This design comes from an exercise in tuning for small area, a short achievable clock period and few clock cycles per item on the open sky130 flow, not from production work. In this exercise RTL edits were held to simulation tests only and were not proved equivalent to the original. Power and IR drop assume default switching activity.

== gamma ==
## gray_histogram
module gray_histogram
#(
  parameter int IMG_W  = 256,
  parameter int IMG_H  = 256,
  parameter int ADDR_W = 16,
  parameter int PIX_W  = 8,
  parameter int CNT_W  = 17
) (
  input  logic              clock,
  input  logic              reset,
  input  logic              io_start,
  output logic              io_busy,
  output logic              io_done,
  output logic [ADDR_W-1:0] io_gray_addr,
  input  logic [PIX_W-1:0]  io_gray_data,
  input  logic [PIX_W-1:0]  io_hist_addr,
  output logic [CNT_W-1:0]  io_hist_data
);
clock: 6.0 ns
lec_check: 0
cap_margin: 20
core_margin: 2
core_utilization: 25
cts_buf_list: sky130_fd_sc_hd__clkbuf_8
cts_cluster_diameter: 40
cts_cluster_size: 20
setup_slack_margin: 2.5
slew_margin: 20
synth_memory_max_bits: 8192
run.sh (not shown) runs the stock make flow with config.mk's settings and CLKGATE_MAP_FILE= SYNTH_SCRIPT=/design/flow/synth_recipe.tcl, a recipe that flattens the netlist after the stock synthesis.
Testbench counts of gamma, summed over its fixed seeds: cycles 526,360, images 8.
--- input diff gamma..alpha ---
- CORE_UTILIZATION now 33, was 25
### Flow results
- Looking at the reports, alpha completed the entire flow and the layout it produced met the timing, design-rule and antenna checks.
- Compared alpha vs gamma, and global-route met3 utilization is up in alpha.
- gamma reports its end point of the critical path as io_hist_data[2] while alpha reports u_bins.grp_q[2][6].
- Clock transition at the registers of the reported paths: gamma vs alpha, no meaningful difference
- Sort gamma and alpha by met2 wirelength from detailed routing, descending, and alpha comes first.
- alpha vs. gamma: global routing usage on met1 went up by 9.7 points.
- [compare] base=gamma new=alpha: number of buffers and inverters on the critical path went up by 2; relative area of non-clock buffer cells in the final design barely changed; combinational cell fraction of total power about even; layout overhead on the synthesized area went down 2.1 points; power share of the clock group grew by 0.5 points.
- Going from gamma to alpha, the die area was shrunk.
- In alpha relative to gamma, last weighted congestion value of the routability-driven placer had gone up by a few percent.

job 6847:
gray_histogram again, from the RTL that the note above started with.
// gray_histogram
module gray_histogram
#(
  parameter int IMG_W  = 256,
  parameter int IMG_H  = 256,
  parameter int ADDR_W = 16,
  parameter int PIX_W  = 8,
  parameter int CNT_W  = 17
) (
  input  logic              clock,
  input  logic              reset,
  input  logic              io_start,
  output logic              io_busy,
  output logic              io_done,
  output logic [ADDR_W-1:0] io_gray_addr,
  input  logic [PIX_W-1:0]  io_gray_data,
  input  logic [PIX_W-1:0]  io_hist_addr,
  output logic [CNT_W-1:0]  io_hist_data
);
  localparam int N    = IMG_W * IMG_H;
  localparam int HI_W = CNT_W - LO_W;
  logic             go;         
  logic             fetch;      
  logic             clr;        
  logic             v0, v1, v2, v3;
  logic             z1, z2;     
  logic [PIX_W-1:0] p1, p2, p3;
  logic             h1, h2;     
  logic [CNT_W-1:0] f1, f2;     
  logic [CNT_W-1:0] rd;
  logic [CNT_W-1:0] base, inc;
  logic [LO_W-1:0]  lo_rd;
  logic [HI_W-1:0]  hi_rd, hi_q;
  assign go = !io_busy && !io_done && io_start;
  always_ff @(posedge clock) begin
    if (reset) begin
      io_busy      <= 1'b0;
      io_done      <= 1'b0;
      fetch        <= 1'b0;
      clr          <= 1'b0;
      v0           <= 1'b0;
      v1           <= 1'b0;
      v2           <= 1'b0;
      v3           <= 1'b0;
  ...
export LEC_CHECK = 0
export CAP_MARGIN = 20
export CORE_MARGIN = 2
export CORE_UTILIZATION = 40
export CTS_BUF_LIST = sky130_fd_sc_hd__clkbuf_8
export CTS_CLUSTER_DIAMETER = 40
export CTS_CLUSTER_SIZE = 20
export SETUP_SLACK_MARGIN = 2.5
export SLEW_MARGIN = 20
export SYNTH_MEMORY_MAX_BITS = 8192
create_clock -name core_clock -period 6.0 [get_ports {clock}]
Testbench counts of job 6847, summed over its fixed seeds: cycles 526,360, images 8.
[inputs] job 7850 vs job 6847
# job 6847
export LEC_CHECK = 0
export CAP_MARGIN = 20
export CORE_MARGIN = 2
export CORE_UTILIZATION = 40
export CTS_BUF_LIST = sky130_fd_sc_hd__clkbuf_8
export CTS_CLUSTER_DIAMETER = 40
export CTS_CLUSTER_SIZE = 20
export SETUP_SLACK_MARGIN = 2.5
export SLEW_MARGIN = 20
export SYNTH_MEMORY_MAX_BITS = 8192
create_clock -name core_clock -period 6.0 [get_ports {clock}]
# job 7850
export LEC_CHECK = 0
export CAP_MARGIN = 20
export CORE_MARGIN = 2
export CORE_UTILIZATION = 33
export CTS_BUF_LIST = sky130_fd_sc_hd__clkbuf_8
export CTS_CLUSTER_DIAMETER = 40
export CTS_CLUSTER_SIZE = 20
export SETUP_SLACK_MARGIN = 3.0
export SLEW_MARGIN = 20
export SYNTH_MEMORY_MAX_BITS = 8192
create_clock -name core_clock -period 6.0 [get_ports {clock}]
==> run notes <==
- Number of vias per cell came out lower on job 7850 than on job 6847.
- Taking job 6847 as the reference point, the final antenna diode count of job 7850 rises by 38.
- Against job 6847, the final cell area of job 7850 is higher.
- Job 7850 went all the way through synthesis, placement and routing and the layout is clean on timing, DRC and antenna.
- Looking at met2 routed wirelength, job 7850 sits about 7% higher than job 6847 does.
- Met1 routed wirelength after detailed routing, job 7850 vs job 6847: up by a few percent
- As of job 7850, global-route wire length before repair had risen by a few percent compared to job 6847.
- Arrival time of the worst setup path (higher): job 6847
- Power share of the clock group down 2.4 points in job 7850 wrt job 6847
- Going from job 6847 to job 7850, the via count of the first global-routing pass was found to have gone up by about 6.4%.
--- input diff job 7850..job 786 ---
# job 7850
export LEC_CHECK = 0
export CAP_MARGIN = 20
export CORE_MARGIN = 2
export CORE_UTILIZATION = 33
export CTS_BUF_LIST = sky130_fd_sc_hd__clkbuf_8
export CTS_CLUSTER_DIAMETER = 40
export CTS_CLUSTER_SIZE = 20
export SETUP_SLACK_MARGIN = 3.0
export SLEW_MARGIN = 20
export SYNTH_MEMORY_MAX_BITS = 8192
create_clock -name core_clock -period 6.0 [get_ports {clock}]
# job 786
export LEC_CHECK = 0
export CAP_MARGIN = 20
export CORE_MARGIN = 2
export CORE_UTILIZATION = 25
export CTS_BUF_LIST = sky130_fd_sc_hd__clkbuf_8 sky130_fd_sc_hd__clkbuf_16
export CTS_CLUSTER_DIAMETER = 40
export CTS_CLUSTER_SIZE = 20
export PLACE_DENSITY = 0.7
export SETUP_SLACK_MARGIN = 2.5
export SLEW_MARGIN = 20
export SYNTH_MEMORY_MAX_BITS = 8192
create_clock -name core_clock -period 6.0 [get_ports {clock}]
- Worst-skew pair later-pin latency: job 786 vs job 7850 down 0.25 ns
- Of job 7850 and job 786, the higher shortest clock period the worst path allows after layout belongs to job 7850.
- In job 786, largest net degree at the start of global routing is higher than in job 7850.
- Between job 7850 and job 786, the flow reports combinational power decreasing by more than half.
For job 6427, these inputs were changed with respect to job 786:
# job 786
export LEC_CHECK = 0
export CAP_MARGIN = 20
export CORE_MARGIN = 2
export CORE_UTILIZATION = 25
export CTS_BUF_LIST = sky130_fd_sc_hd__clkbuf_8 sky130_fd_sc_hd__clkbuf_16
export CTS_CLUSTER_DIAMETER = 40
export CTS_CLUSTER_SIZE = 20
export PLACE_DENSITY = 0.7
export SETUP_SLACK_MARGIN = 2.5
export SLEW_MARGIN = 20
export SYNTH_MEMORY_MAX_BITS = 8192
create_clock -name core_clock -period 6.0 [get_ports {clock}]
# job 6427
export LEC_CHECK = 0
export CAP_MARGIN = 20
export CORE_MARGIN = 2
export CORE_UTILIZATION = 33
export CTS_BUF_LIST = sky130_fd_sc_hd__clkbuf_8
export CTS_CLUSTER_DIAMETER = 40
export CTS_CLUSTER_SIZE = 20
export SETUP_SLACK_MARGIN = 2.75
export SLEW_MARGIN = 20
export SYNTH_MEMORY_MAX_BITS = 8192
create_clock -name core_clock -period 6.0 [get_ports {clock}]
Results
Each of the runs, namely job 786 and job 6427, reached the end of the flow and came out clean.
The run showing the greater count of cells along the worst hold path is job 6427.
On utilization: between job 786 and job 6427, it ends up higher for job 6427.
Any difference in maximum cell stage delay along the critical path between job 6427 and job 786 is small enough to ignore.
Vertical die dimension (job 6427 vs. job 786) decreases by more than 10%
Re maximum clock rate: job 6427 is about 2% down on job 786.
Diff job 786 -> job 6427: maximum vdd ir drop decreased 0.086 mV; final area decreased about 1.5%.

The RTL this note starts from:
==> flow/design.v <==
package gray_histogram_pkg;
  localparam int NUM_BINS = 256;
  localparam int NUM_PIX  = 256 * 256;
  localparam int LO_W       = 12;
  localparam int HI_ENTRIES = NUM_PIX >> LO_W;
endpackage
import gray_histogram_pkg::*;
module histogram_bin_ram
#(
  parameter int LW = 12,
  parameter int AW = 8,
  parameter int GW = 2    
) (
  input  logic          clock,
  input  logic          clr,
  input  logic          we,
  input  logic [AW-1:0] wr_addr,
  input  logic [LW-1:0] wr_data,
  input  logic [AW-1:0] rd_addr,    
  output logic [LW-1:0] rd_data     
);
  localparam int NB = 1 << AW;
  localparam int NG = 1 << GW;
  localparam int GS = NB / NG;
  localparam int SW = AW - GW;
  logic [LW-1:0] mem [NB];
  logic [LW-1:0] wd;
  logic [LW-1:0] grp_q [NG];
  logic [GW-1:0] gsel_q;
  assign wd = clr ? '0 : wr_data;
  for (genvar i = 0; i < NB; i++) begin : g_bin
    always_ff @(posedge clock) begin
      if (clr || (we && wr_addr == AW'(i))) mem[i] <= wd;
    end
  end
  for (genvar g = 0; g < NG; g++) begin : g_grp
    logic [LW-1:0] sel;
    always_comb begin
      sel = '0;
      for (int j = 0; j < GS; j++)
        sel |= {LW{rd_addr[SW-1:0] == SW'(j)}} & mem[g * GS + j];
    end
    always_ff @(posedge clock) grp_q[g] <= sel;
  end
  always_ff @(posedge clock) gsel_q <= rd_addr[AW-1:SW];
  assign rd_data = grp_q[gsel_q];
endmodule
module histogram_hi_table
#(
  parameter int HW = 5,
  parameter int NE = 16,
  parameter int AW = 8
) (
  input  logic          clock,
  input  logic          clr,
  input  logic          we,
  input  logic [AW-1:0] wr_addr,
  input  logic [HW-1:0] wr_data,
  input  logic [AW-1:0] rd_addr,
  output logic [HW-1:0] rd_data
);
  logic [AW-1:0] tag [NE];
  logic [HW-1:0] hi  [NE];
  logic [NE-1:0] used, wmatch, first_free, wsel;
  always_comb begin
    logic seen;
    seen = 1'b0;
    for (int e = 0; e < NE; e++) begin
      used[e]       = |hi[e];
      wmatch[e]     = used[e] && tag[e] == wr_addr;
      first_free[e] = !used[e] && !seen;
      seen          = seen | !used[e];
    end
    wsel = (|wmatch) ? wmatch : first_free;
  end
  for (genvar e = 0; e < NE; e++) begin : g_ent
    always_ff @(posedge clock) begin
      if (clr) begin
        hi[e] <= '0;
      end else if (we && wsel[e]) begin
        tag[e] <= wr_addr;
        hi[e]  <= wr_data;
      end
    end
  end
  always_comb begin
    rd_data = '0;
    for (int e = 0; e < NE; e++)
      rd_data |= {HW{used[e] && tag[e] == rd_addr}} & hi[e];
  end
endmodule
import gray_histogram_pkg::*;
module gray_histogram
#(
  parameter int IMG_W  = 256,
  parameter int IMG_H  = 256,
  parameter int ADDR_W = 16,
  parameter int PIX_W  = 8,
  parameter int CNT_W  = 17
) (
  input  logic              clock,
  input  logic              reset,
  input  logic              io_start,
  output logic              io_busy,
  output logic              io_done,
  output logic [ADDR_W-1:0] io_gray_addr,
  input  logic [PIX_W-1:0]  io_gray_data,
  input  logic [PIX_W-1:0]  io_hist_addr,
  output logic [CNT_W-1:0]  io_hist_data
);
  localparam int N    = IMG_W * IMG_H;
  localparam int HI_W = CNT_W - LO_W;
  logic             go;         
  logic             fetch;      
  logic             clr;        
  logic             v0, v1, v2, v3;
  logic             z1, z2;     
  logic [PIX_W-1:0] p1, p2, p3;
  logic             h1, h2;     
  logic [CNT_W-1:0] f1, f2;     
  logic [CNT_W-1:0] rd;
  logic [CNT_W-1:0] base, inc;
  logic [PIX_W-1:0] rd_addr;
  logic [LO_W-1:0]  lo_rd;
  logic [HI_W-1:0]  hi_rd, hi_q;
  assign go = !io_busy && !io_done && io_start;
  always_ff @(posedge clock) begin
    if (reset) begin
      io_busy      <= 1'b0;
      io_done      <= 1'b0;
      fetch        <= 1'b0;
      clr          <= 1'b0;
      v0           <= 1'b0;
      v1           <= 1'b0;
      v2           <= 1'b0;
      v3           <= 1'b0;
      io_gray_addr <= '0;
    end else begin
      clr <= go;
      v0  <= go || fetch;
      v1  <= v0;
      v2  <= v1;
      v3  <= v2;
      if (go) begin
        io_busy <= 1'b1;
        fetch   <= 1'b1;
      end
      if (go || fetch) begin
        io_gray_addr <= io_gray_addr + 1'b1;
        if (io_gray_addr == ADDR_W'(N - 1)) fetch <= 1'b0;
      end
      if (v2 && !v1) begin
        io_busy <= 1'b0;
        io_done <= 1'b1;
      end
      if (io_done && !io_start) io_done <= 1'b0;
    end
  end
  assign rd_addr = v0 ? io_gray_data : io_hist_addr;
  always_ff @(posedge clock) begin
    hi_q <= hi_rd;
    p1   <= io_gray_data;
    z1   <= clr;
    rd   <= io_hist_data;
    p2   <= p1;
    z2   <= z1;
    h1   <= v1 && v2 && p1 == p2;
    h2   <= v1 && v3 && p1 == p3;
    p3   <= p2;
    f1   <= inc;
    f2   <= f1;
  end
  assign io_hist_data = {hi_q, lo_rd};
  assign base = h1 ? f1 : h2 ? f2 : z2 ? '0 : rd;
  assign inc  = base + CNT_W'(1);
  histogram_bin_ram #(
    .LW(LO_W),
    .AW(PIX_W)
  ) u_bins (
    .clock  (clock),
    .clr    (clr),
    .we     (v2),
    .wr_addr(p2),
    .wr_data(inc[LO_W-1:0]),
    .rd_addr(rd_addr),
    .rd_data(lo_rd)
  );
  histogram_hi_table #(
    .HW(HI_W),
    .NE(HI_ENTRIES),
    .AW(PIX_W)
  ) u_hi (
    .clock  (clock),
    .clr    (clr),
    .we     (v2 && inc[LO_W-1:0] == '0),
    .wr_addr(p2),
    .wr_data(inc[CNT_W-1:LO_W]),
    .rd_addr(rd_addr),
    .rd_data(hi_rd)
  );
endmodule
==> flow/config.mk <==
export PLATFORM = sky130hd
export DESIGN_NAME = gray_histogram
export DESIGN_NICKNAME = gray_histogram
export VERILOG_FILES = /design/flow/design.v
export SDC_FILE = /design/flow/constraint.sdc
export NUM_CORES = 4
export LEC_CHECK = 0
export CAP_MARGIN = 20
export CORE_MARGIN = 2
export CORE_UTILIZATION = 25
export CTS_BUF_LIST = sky130_fd_sc_hd__clkbuf_8
export SETUP_SLACK_MARGIN = 2.5
export SLEW_MARGIN = 20
export SYNTH_MEMORY_MAX_BITS = 8192
==> flow/constraint.sdc <==
create_clock -name core_clock -period 6.0 [get_ports {clock}]
set_input_delay 1.2000 -clock core_clock [delete_from_list [all_inputs] [get_ports {clock}]]
set_output_delay 1.2000 -clock core_clock [all_outputs]
set_load 0.01 [all_outputs]
Testbench counts at the start, summed over its fixed seeds: cycles 526,360, images 8.
==> next run, changes <==
- CORE_UTILIZATION: 25 -> 33
- CTS_CLUSTER_DIAMETER: not set -> 40
- CTS_CLUSTER_SIZE: not set -> 20
What happened:
- sequential power hardly moves
- design area drops by about 2%
- utilization climbs by 9.1 points
- routed wire length grows by about 1.2%
- clock-buffer cell count shrinks by 149
- sequential share of layout area rises by 1.3 points
- critical path depth goes down by 1
- die area falls by about 24%
- hold slack gets better by 42 ps
- worst setup slack gets worse by 4.7 ps
- total power barely changes

-- static timing again, ports no longer ideal --
No port has a modelled driver above. Below, the same layouts with a new extraction and two added sets of constraints.
Step 1, drivers: a clkbuf_16 drives clock and a buf_2 each remaining input, both assumed.
Step 2 moves the port delays by t, midway between the first and last clock arrival at a register: inputs arrive t later, outputs are due t later. That takes back most of the time a late clock gives input paths.
Slacks: no drivers / after step 1 / after step 2; pairs: no drivers / after step 1.
run	t, ns	slack for setup (ns)	latest minus earliest clock arrival (ns)
gamma	1.264	2.332 / 2.233 / 1.164	0.115 / 0.115
alpha	1.256	2.326 / 2.204 / 0.948	0.138 / 0.138
job 6847	1.234	2.365 / 2.281 / 1.205	0.149 / 0.149
job 7850	1.286	2.303 / 2.198 / 1.224	0.166 / 0.166
job 786	1.051	2.367 / 2.387 / 1.370	0.114 / 0.114
job 6427	1.280	2.296 / 2.185 / 1.207	0.127 / 0.127
the first run of note 3	1.182	2.209 / 2.125 / 1.218	0.127 / 0.127
the second run of note 3	1.256	2.205 / 2.100 / 1.160	0.127 / 0.126
After both steps every run listed still meets setup and hold. The setup slack of alpha, which loses most, moves by -0.122 ns with the drivers and by -1.378 ns with both steps.
